This design comes from an exercise in tuning for small area and a short achievable clock period on the open sky130 flow, not from production work.
RTL that was checked went through simulation tests only; none was proved equivalent to the original.
No activity file was given, so power comes from the tool's default toggle rates.

==> delta <==
==> flow/design.v <==
module imem_prog_store #(
  parameter int                INST_W  = 9,
  parameter int                PC_W    = 8,
  parameter int                ADDR_W  = 8,
  parameter int                NPROG   = 4,
  parameter logic [INST_W-1:0] HALT_OP = '1,
  parameter int                SEL_W   = (NPROG > 1) ? $clog2(NPROG) : 1
) (
  input  logic              CLK,
  input  logic              reset_n,
  input  logic              clr,
  input  logic              ld_start,
  input  logic [SEL_W-1:0]  ld_slot,
  input  logic              ld_valid,
  input  logic [INST_W-1:0] ld_data,
  input  logic              ld_last,
  output logic              ld_ready,
  output logic              ld_err,
  input  logic              fetch_en,
  input  logic [SEL_W-1:0]  prog_sel,
  input  logic [PC_W-1:0]   PC,
  output logic              fetch_rdy,
  output logic [INST_W-1:0] inst,
  output logic              inst_vld
);
  typedef enum logic {IDLE = 1'b0, LOAD = 1'b1} state_t;
  state_t            state, state_nxt;
  logic [INST_W-1:0] mem [2**ADDR_W];
  logic [ADDR_W:0]   fill_ptr;
  logic [NPROG-1:0]  slot_vld;
  logic [ADDR_W-1:0] base [NPROG];
  logic [PC_W:0]     len  [NPROG];
  logic [SEL_W-1:0]  cur_slot;
  logic              full;
  logic              beat;
  logic              len_sat;
  logic              mem_we;
  logic              fetch_hit;
  logic [ADDR_W-1:0] fetch_addr;
  assign full       = fill_ptr[ADDR_W];
  assign beat       = ld_valid && ld_ready;
  assign len_sat    = len[cur_slot][PC_W];
  assign mem_we     = beat && !len_sat && !clr;
  assign fetch_addr = base[prog_sel] + ADDR_W'(PC);
  assign fetch_hit  = slot_vld[prog_sel] && ({1'b0, PC} < len[prog_sel]);
  always_ff @(posedge CLK or negedge reset_n) begin
    if (!reset_n) begin
      state <= IDLE;
    end else begin
      state <= state_nxt;
    end
  end
  always_comb begin
    state_nxt = state;
    if (clr) begin
      state_nxt = IDLE;
    end else begin
      case (state)
        IDLE: if (ld_start) state_nxt = LOAD;
        LOAD: begin
          if (beat && ld_last)          state_nxt = IDLE;
          else if (ld_valid && full)    state_nxt = IDLE;
        end
        default: state_nxt = IDLE;
      endcase
    end
  end
  always_comb begin
    ld_ready  = 1'b0;
    fetch_rdy = 1'b0;
    case (state)
      IDLE:    fetch_rdy = 1'b1;
      LOAD:    ld_ready  = !full;
      default: fetch_rdy = 1'b0;
    endcase
  end
  always_ff @(posedge CLK or negedge reset_n) begin
    if (!reset_n) begin
      fill_ptr <= '0;
      slot_vld <= '0;
      cur_slot <= '0;
      ld_err   <= 1'b0;
      inst     <= HALT_OP;
      inst_vld <= 1'b0;
      for (int i = 0; i < NPROG; i++) begin
        base[i] <= '0;
        len[i]  <= '0;
      end
    end else if (clr) begin
      fill_ptr <= '0;
      slot_vld <= '0;
      inst_vld <= 1'b0;
    end else begin
      inst_vld <= 1'b0;
      case (state)
        IDLE: begin
          if (fetch_en) begin
            inst_vld <= 1'b1;
            inst     <= fetch_hit ? mem[fetch_addr] : HALT_OP;
          end
          if (ld_start) begin
            cur_slot          <= ld_slot;
            slot_vld[ld_slot] <= 1'b0;
            base[ld_slot]     <= fill_ptr[ADDR_W-1:0];
            len[ld_slot]      <= '0;
          end
        end
        LOAD: begin
          if (beat) begin
            if (!len_sat) begin
              fill_ptr      <= fill_ptr + 1'b1;
              len[cur_slot] <= len[cur_slot] + 1'b1;
            end
            if (ld_last) slot_vld[cur_slot] <= 1'b1;
          end else if (ld_valid && full) begin
            ld_err <= 1'b1;
          end
        end
        default: ;
      endcase
    end
  end
  always_ff @(posedge CLK) begin
    if (mem_we) mem[fill_ptr[ADDR_W-1:0]] <= ld_data;
  end
endmodule
==> flow/run.sh <==
#!/bin/bash
# synth_recipe.tcl (not shown) runs the flow's synth.tcl, then flattens the netlist and writes it again
# the make line also repeats each setting of config.mk as NAME=value (left out here)
make -C /OpenROAD-flow-scripts/flow DESIGN_CONFIG=/design/flow/config.mk WORK_HOME=/design/flow/orfs CLKGATE_MAP_FILE= SYNTH_SCRIPT=/design/flow/synth_recipe.tcl finish
==> flow/config.mk <==
export PLATFORM = sky130hd
export DESIGN_NAME = imem_prog_store
export DESIGN_NICKNAME = imem_prog_store
export VERILOG_FILES = /design/flow/design.v
export SDC_FILE = /design/flow/constraint.sdc
export NUM_CORES = 4
export LEC_CHECK = 0
export CAP_MARGIN = 20
export CORE_MARGIN = 2
export CORE_UTILIZATION = 40
export SLEW_MARGIN = 20
==> flow/constraint.sdc <==
create_clock -name core_clock -period 5.5 [get_ports {CLK}]
set_input_delay 1.1000 -clock core_clock [delete_from_list [all_inputs] [get_ports {CLK}]]
set_output_delay 1.1000 -clock core_clock [all_outputs]
set_load 0.01 [all_outputs]
==> harbor: changes against delta <==
==> flow/design.v (replaced) <==
module imem_prog_store #(
  parameter int                INST_W  = 9,
  parameter int                PC_W    = 8,
  parameter int                ADDR_W  = 8,
  parameter int                NPROG   = 4,
  parameter logic [INST_W-1:0] HALT_OP = '1,
  parameter int                SEL_W   = (NPROG > 1) ? $clog2(NPROG) : 1
) (
  input  logic              CLK,
  input  logic              reset_n,
  input  logic              clr,
  input  logic              ld_start,
  input  logic [SEL_W-1:0]  ld_slot,
  input  logic              ld_valid,
  input  logic [INST_W-1:0] ld_data,
  input  logic              ld_last,
  output logic              ld_ready,
  output logic              ld_err,
  input  logic              fetch_en,
  input  logic [SEL_W-1:0]  prog_sel,
  input  logic [PC_W-1:0]   PC,
  output logic              fetch_rdy,
  output logic [INST_W-1:0] inst,
  output logic              inst_vld
);
  logic              state;
  logic [INST_W-1:0] mem [2**ADDR_W];
  logic [ADDR_W:0]   fill_ptr;
  logic [NPROG-1:0]  slot_vld;
  logic [ADDR_W-1:0] base [NPROG];
  logic [PC_W-1:0]   lst  [NPROG];
  logic [PC_W-1:0]   cnt;
  logic [SEL_W-1:0]  cur_slot;
  logic              full;
  logic              beat;
  logic              fetch_hit;
  logic [ADDR_W-1:0] fetch_addr;
  logic [INST_W-1:0] rdata;
  assign full       = fill_ptr[ADDR_W];
  assign fetch_rdy  = !state;
  assign ld_ready   = state && !full;
  assign beat       = ld_valid && ld_ready;
  assign fetch_addr = base[prog_sel] + ADDR_W'(PC);
  assign fetch_hit  = slot_vld[prog_sel] && (PC <= lst[prog_sel]);
  logic [INST_W-1:0] lv1 [64];
  logic [INST_W-1:0] lv2 [16];
  logic [INST_W-1:0] lv3 [4];
  always_comb begin
    for (int k = 0; k < 64; k++) lv1[k] = mem[{k[5:0], fetch_addr[1:0]}];
    for (int k = 0; k < 16; k++) lv2[k] = lv1[{k[3:0], fetch_addr[3:2]}];
    for (int k = 0; k < 4; k++)  lv3[k] = lv2[{k[1:0], fetch_addr[5:4]}];
    rdata = lv3[fetch_addr[7:6]];
  end
  always_ff @(posedge CLK or negedge reset_n) begin
    if (!reset_n) begin
      state    <= 1'b0;
      fill_ptr <= '0;
      slot_vld <= '0;
      ld_err   <= 1'b0;
      inst     <= HALT_OP;
      inst_vld <= 1'b0;
    end else if (clr) begin
      state    <= 1'b0;
      fill_ptr <= '0;
      slot_vld <= '0;
      inst_vld <= 1'b0;
    end else if (!state) begin
      inst_vld <= fetch_en;
      if (fetch_en) inst <= rdata | {INST_W{!fetch_hit}};
      if (ld_start) begin
        state             <= 1'b1;
        slot_vld[ld_slot] <= 1'b0;
      end
    end else begin
      inst_vld <= 1'b0;
      if (beat) begin
        fill_ptr <= fill_ptr + 1'b1;
        if (ld_last) begin
          state              <= 1'b0;
          slot_vld[cur_slot] <= 1'b1;
        end
      end else if (ld_valid) begin
        state  <= 1'b0;
        ld_err <= 1'b1;
      end
    end
  end
  always_ff @(posedge CLK) begin
    if (!clr) begin
      if (!state) begin
        if (ld_start) begin
          cur_slot      <= ld_slot;
          base[ld_slot] <= fill_ptr[ADDR_W-1:0];
          cnt           <= '0;
        end
      end else if (beat) begin
        cnt <= cnt + 1'b1;
        if (ld_last) lst[cur_slot] <= cnt;
      end
    end
  end
  always_ff @(posedge CLK) begin
    if (beat) mem[fill_ptr[ADDR_W-1:0]] <= ld_data;
  end
endmodule
==> cedar: changes against delta <==
==> flow/design.v (replaced) <==
module imem_prog_store #(
  parameter int                INST_W  = 9,
  parameter int                PC_W    = 8,
  parameter int                ADDR_W  = 8,
  parameter int                NPROG   = 4,
  parameter logic [INST_W-1:0] HALT_OP = '1,
  parameter int                SEL_W   = (NPROG > 1) ? $clog2(NPROG) : 1
) (
  input  logic              CLK,
  input  logic              reset_n,
  input  logic              clr,
  input  logic              ld_start,
  input  logic [SEL_W-1:0]  ld_slot,
  input  logic              ld_valid,
  input  logic [INST_W-1:0] ld_data,
  input  logic              ld_last,
  output logic              ld_ready,
  output logic              ld_err,
  input  logic              fetch_en,
  input  logic [SEL_W-1:0]  prog_sel,
  input  logic [PC_W-1:0]   PC,
  output logic              fetch_rdy,
  output logic [INST_W-1:0] inst,
  output logic              inst_vld
);
  logic              state;
  logic [INST_W-1:0] mem [2**ADDR_W];
  logic [ADDR_W:0]   fill_ptr;
  logic [NPROG-1:0]  slot_vld;
  logic [ADDR_W-1:0] base [NPROG];
  logic [PC_W-1:0]   lst  [NPROG];
  logic [PC_W-1:0]   cnt;
  logic [SEL_W-1:0]  cur_slot;
  logic              full;
  logic              beat;
  logic              fetch_hit;
  logic [INST_W-1:0] rdata;
  assign full      = fill_ptr[ADDR_W];
  assign fetch_rdy = !state;
  assign ld_ready  = state && !full;
  assign beat      = ld_valid && ld_ready;
  function automatic logic [2:0] add2(input logic [1:0] x, input logic [1:0] y);
    case ({x, y})
      4'h0: add2 = 3'd0; 4'h1: add2 = 3'd1; 4'h2: add2 = 3'd2; 4'h3: add2 = 3'd3;
      4'h4: add2 = 3'd1; 4'h5: add2 = 3'd2; 4'h6: add2 = 3'd3; 4'h7: add2 = 3'd4;
      4'h8: add2 = 3'd2; 4'h9: add2 = 3'd3; 4'hA: add2 = 3'd4; 4'hB: add2 = 3'd5;
      4'hC: add2 = 3'd3; 4'hD: add2 = 3'd4; 4'hE: add2 = 3'd5; default: add2 = 3'd6;
    endcase
  endfunction
  function automatic logic [1:0] inc2(input logic [1:0] x, input logic c);
    case ({c, x})
      3'b100: inc2 = 2'd1; 3'b101: inc2 = 2'd2; 3'b110: inc2 = 2'd3; 3'b111: inc2 = 2'd0;
      default: inc2 = x;
    endcase
  endfunction
  function automatic logic [1:0] cmp2(input logic [1:0] x, input logic [1:0] y);
    case ({x, y})
      4'h0, 4'h5, 4'hA, 4'hF:               cmp2 = 2'b01;
      4'h4, 4'h8, 4'h9, 4'hC, 4'hD, 4'hE:   cmp2 = 2'b10;
      default:                              cmp2 = 2'b00;
    endcase
  endfunction
  logic [ADDR_W-1:0] b;
  logic [ADDR_W-1:0] fetch_addr;
  logic [2:0]        d [4];
  logic [4:0]        c;
  always_comb begin
    b = base[prog_sel];
    for (int k = 0; k < 4; k++) d[k] = add2(b[2*k+:2], PC[2*k+:2]);
    c[0] = 1'b0;
    c[1] = d[0][2];
    c[2] = d[1][2] | (d[1][1:0] == 2'd3) & d[0][2];
    c[3] = d[2][2] | (d[2][1:0] == 2'd3) & (d[1][2] | (d[1][1:0] == 2'd3) & d[0][2]);
    c[4] = 1'b0;
    for (int k = 0; k < 4; k++) fetch_addr[2*k+:2] = inc2(d[k][1:0], c[k]);
  end
  logic [PC_W-1:0] l;
  logic [1:0]      e [4];
  always_comb begin
    l = lst[prog_sel];
    for (int k = 0; k < 4; k++) e[k] = cmp2(PC[2*k+:2], l[2*k+:2]);
    fetch_hit = slot_vld[prog_sel] &&
                !(e[3][1] || e[3][0] && (e[2][1] || e[2][0] && (e[1][1] || e[1][0] && e[0][1])));
  end
  logic [3:0]        oh [4];
  logic [INST_W-1:0] lv1 [64];
  logic [INST_W-1:0] lv2 [16];
  logic [INST_W-1:0] lv3 [4];
  always_comb
    for (int k = 0; k < 4; k++) oh[k] = 4'b1 << fetch_addr[2*k+:2];
  for (genvar k = 0; k < 64; k++) begin : g_lv1
    for (genvar i = 0; i < INST_W; i++) begin : g_bit
      imem_sel4 u_sel (.o(oh[0]), .w({mem[4*k+3][i], mem[4*k+2][i], mem[4*k+1][i], mem[4*k][i]}),
                       .y(lv1[k][i]));
    end
  end
  for (genvar k = 0; k < 16; k++) begin : g_lv2
    for (genvar i = 0; i < INST_W; i++) begin : g_bit
      imem_sel4 u_sel (.o(oh[1]), .w({lv1[4*k+3][i], lv1[4*k+2][i], lv1[4*k+1][i], lv1[4*k][i]}),
                       .y(lv2[k][i]));
    end
  end
  for (genvar k = 0; k < 4; k++) begin : g_lv3
    for (genvar i = 0; i < INST_W; i++) begin : g_bit
      imem_sel4 u_sel (.o(oh[2]), .w({lv2[4*k+3][i], lv2[4*k+2][i], lv2[4*k+1][i], lv2[4*k][i]}),
                       .y(lv3[k][i]));
    end
  end
  for (genvar i = 0; i < INST_W; i++) begin : g_lv4
    imem_sel4 u_sel (.o(oh[3]), .w({lv3[3][i], lv3[2][i], lv3[1][i], lv3[0][i]}), .y(rdata[i]));
  end
  always_ff @(posedge CLK or negedge reset_n) begin
    if (!reset_n) begin
      state    <= 1'b0;
      fill_ptr <= '0;
      slot_vld <= '0;
      ld_err   <= 1'b0;
      inst     <= HALT_OP;
      inst_vld <= 1'b0;
    end else if (clr) begin
      state    <= 1'b0;
      fill_ptr <= '0;
      slot_vld <= '0;
      inst_vld <= 1'b0;
    end else if (!state) begin
      inst_vld <= fetch_en;
      if (fetch_en) inst <= rdata | {INST_W{!fetch_hit}};
      if (ld_start) begin
        state             <= 1'b1;
        slot_vld[ld_slot] <= 1'b0;
      end
    end else begin
      inst_vld <= 1'b0;
      if (beat) begin
        fill_ptr <= fill_ptr + 1'b1;
        if (ld_last) begin
          state              <= 1'b0;
          slot_vld[cur_slot] <= 1'b1;
        end
      end else if (ld_valid) begin
        state  <= 1'b0;
        ld_err <= 1'b1;
      end
    end
  end
  always_ff @(posedge CLK) begin
    if (!clr) begin
      if (!state) begin
        if (ld_start) begin
          cur_slot      <= ld_slot;
          base[ld_slot] <= fill_ptr[ADDR_W-1:0];
          cnt           <= '0;
        end
      end else if (beat) begin
        cnt <= cnt + 1'b1;
        if (ld_last) lst[cur_slot] <= cnt;
      end
    end
  end
  always_ff @(posedge CLK) begin
    if (beat) mem[fill_ptr[ADDR_W-1:0]] <= ld_data;
  end
endmodule
module imem_sel4 (
  input  logic [3:0] o,
  input  logic [3:0] w,
  output logic       y
);
  assign y = |(w & o);
endmodule
--- a/flow/config.mk
+++ b/flow/config.mk
@@ -10,2 +10,4 @@
 export CORE_UTILIZATION = 40
+export SETUP_SLACK_MARGIN = 2.5
 export SLEW_MARGIN = 20
+export SYNTH_HIERARCHICAL = 1
==> qor summary <==
	harbor	delta	cedar
Via count of the first global-routing pass	48159	49310	51633
Initial antenna violation count	10	4	2
Routability congestion estimate	0.883	0.862	0.880
Per-instance average area after synthesis	20.5 µm²	20.3 µm²	17.0 µm²
Clock share of power	38.8%	39.6%	37.3%
Fraction of synthesized cell area taken by the top area cell type	76.0%	72.8%	79.8%
Power consumed by sequential cells	20200 µW	20100 µW	20200 µW
Status	no timing/DRC/antenna violations	no timing/DRC/antenna violations	no timing/DRC/antenna violations
Final wirelength	248 mm	244 mm	256 mm
Count of cell types in the netlist	68	78	44
Area used by multi-input combinational logic	20700 µm²	21900 µm²	19700 µm²
Met2 Use GR	32.7%	31.6%	33.6%
Critical hold path startpoint	ld_err$_DFFE_PN0P_	-	ld_err$_DFFE_PN0P_
Combinational-cell power consumption	5200 µW	4500 µW	6030 µW
Final net count	5100	5298	5874
DRT met1 WL	101 mm	103 mm	105 mm
Routed length on met2	117 mm	116 mm	120 mm
Number of standard-cell rows in the floorplan	177	178	173
Highest routed metal layer	met5	met4	met4
NetSw	9940 µW	9380 µW	10800 µW
Sequential share of power	48.6%	49.4%	48.2%
Worst setup slack after layout	203 ps	514 ps	1480 ps
Slowest cell delay on critical path	910 ps	860 ps	590 ps
Final antenna diode count	5	5	0
Max transition margin	23.3%	23.2%	28.1%
Only the layout flow was run in harbor; the RTL was not checked for function there.

-- port drivers added, routing unchanged --
The flow's constraints put no driver on any port. The routed layouts listed below were extracted and timed again, unchanged, in two steps. Step 1 (the two cells are an assumption about what drives the block):
set clk [get_ports {CLK}]
set_driving_cell -lib_cell sky130_fd_sc_hd__clkbuf_16 $clk
set_driving_cell -lib_cell sky130_fd_sc_hd__buf_2 [delete_from_list [all_inputs] $clk]
Step 2 also shifts input and output timing later by t, the mid clock arrival at the registers, as if the neighbouring blocks saw the same clock. Three values: ideal, step 1, step 2; two values: the first two.
| run | shift t [ns] | setup WS [ns] | worst hold slack (ns) | worst setup path at the end | clock arrival spread, ns |
|---|---|---|---|---|---|
| delta | 0.966 | 0.514 / 0.578 / -0.388 | 0.302 / 0.271 / 0.480 | input to register | 0.073 / 0.073 |
| harbor | 0.958 | 0.203 / 0.259 / -0.699 | 0.471 / 0.471 / 0.471 | input to register | 0.039 / 0.038 |
| cedar | 0.943 | 1.484 / 1.510 / 0.590 | 0.503 / 0.503 / 0.503 | input to register | 0.040 / 0.040 |
Met with ideal ports but missed after step 2: setup timing in delta and harbor.
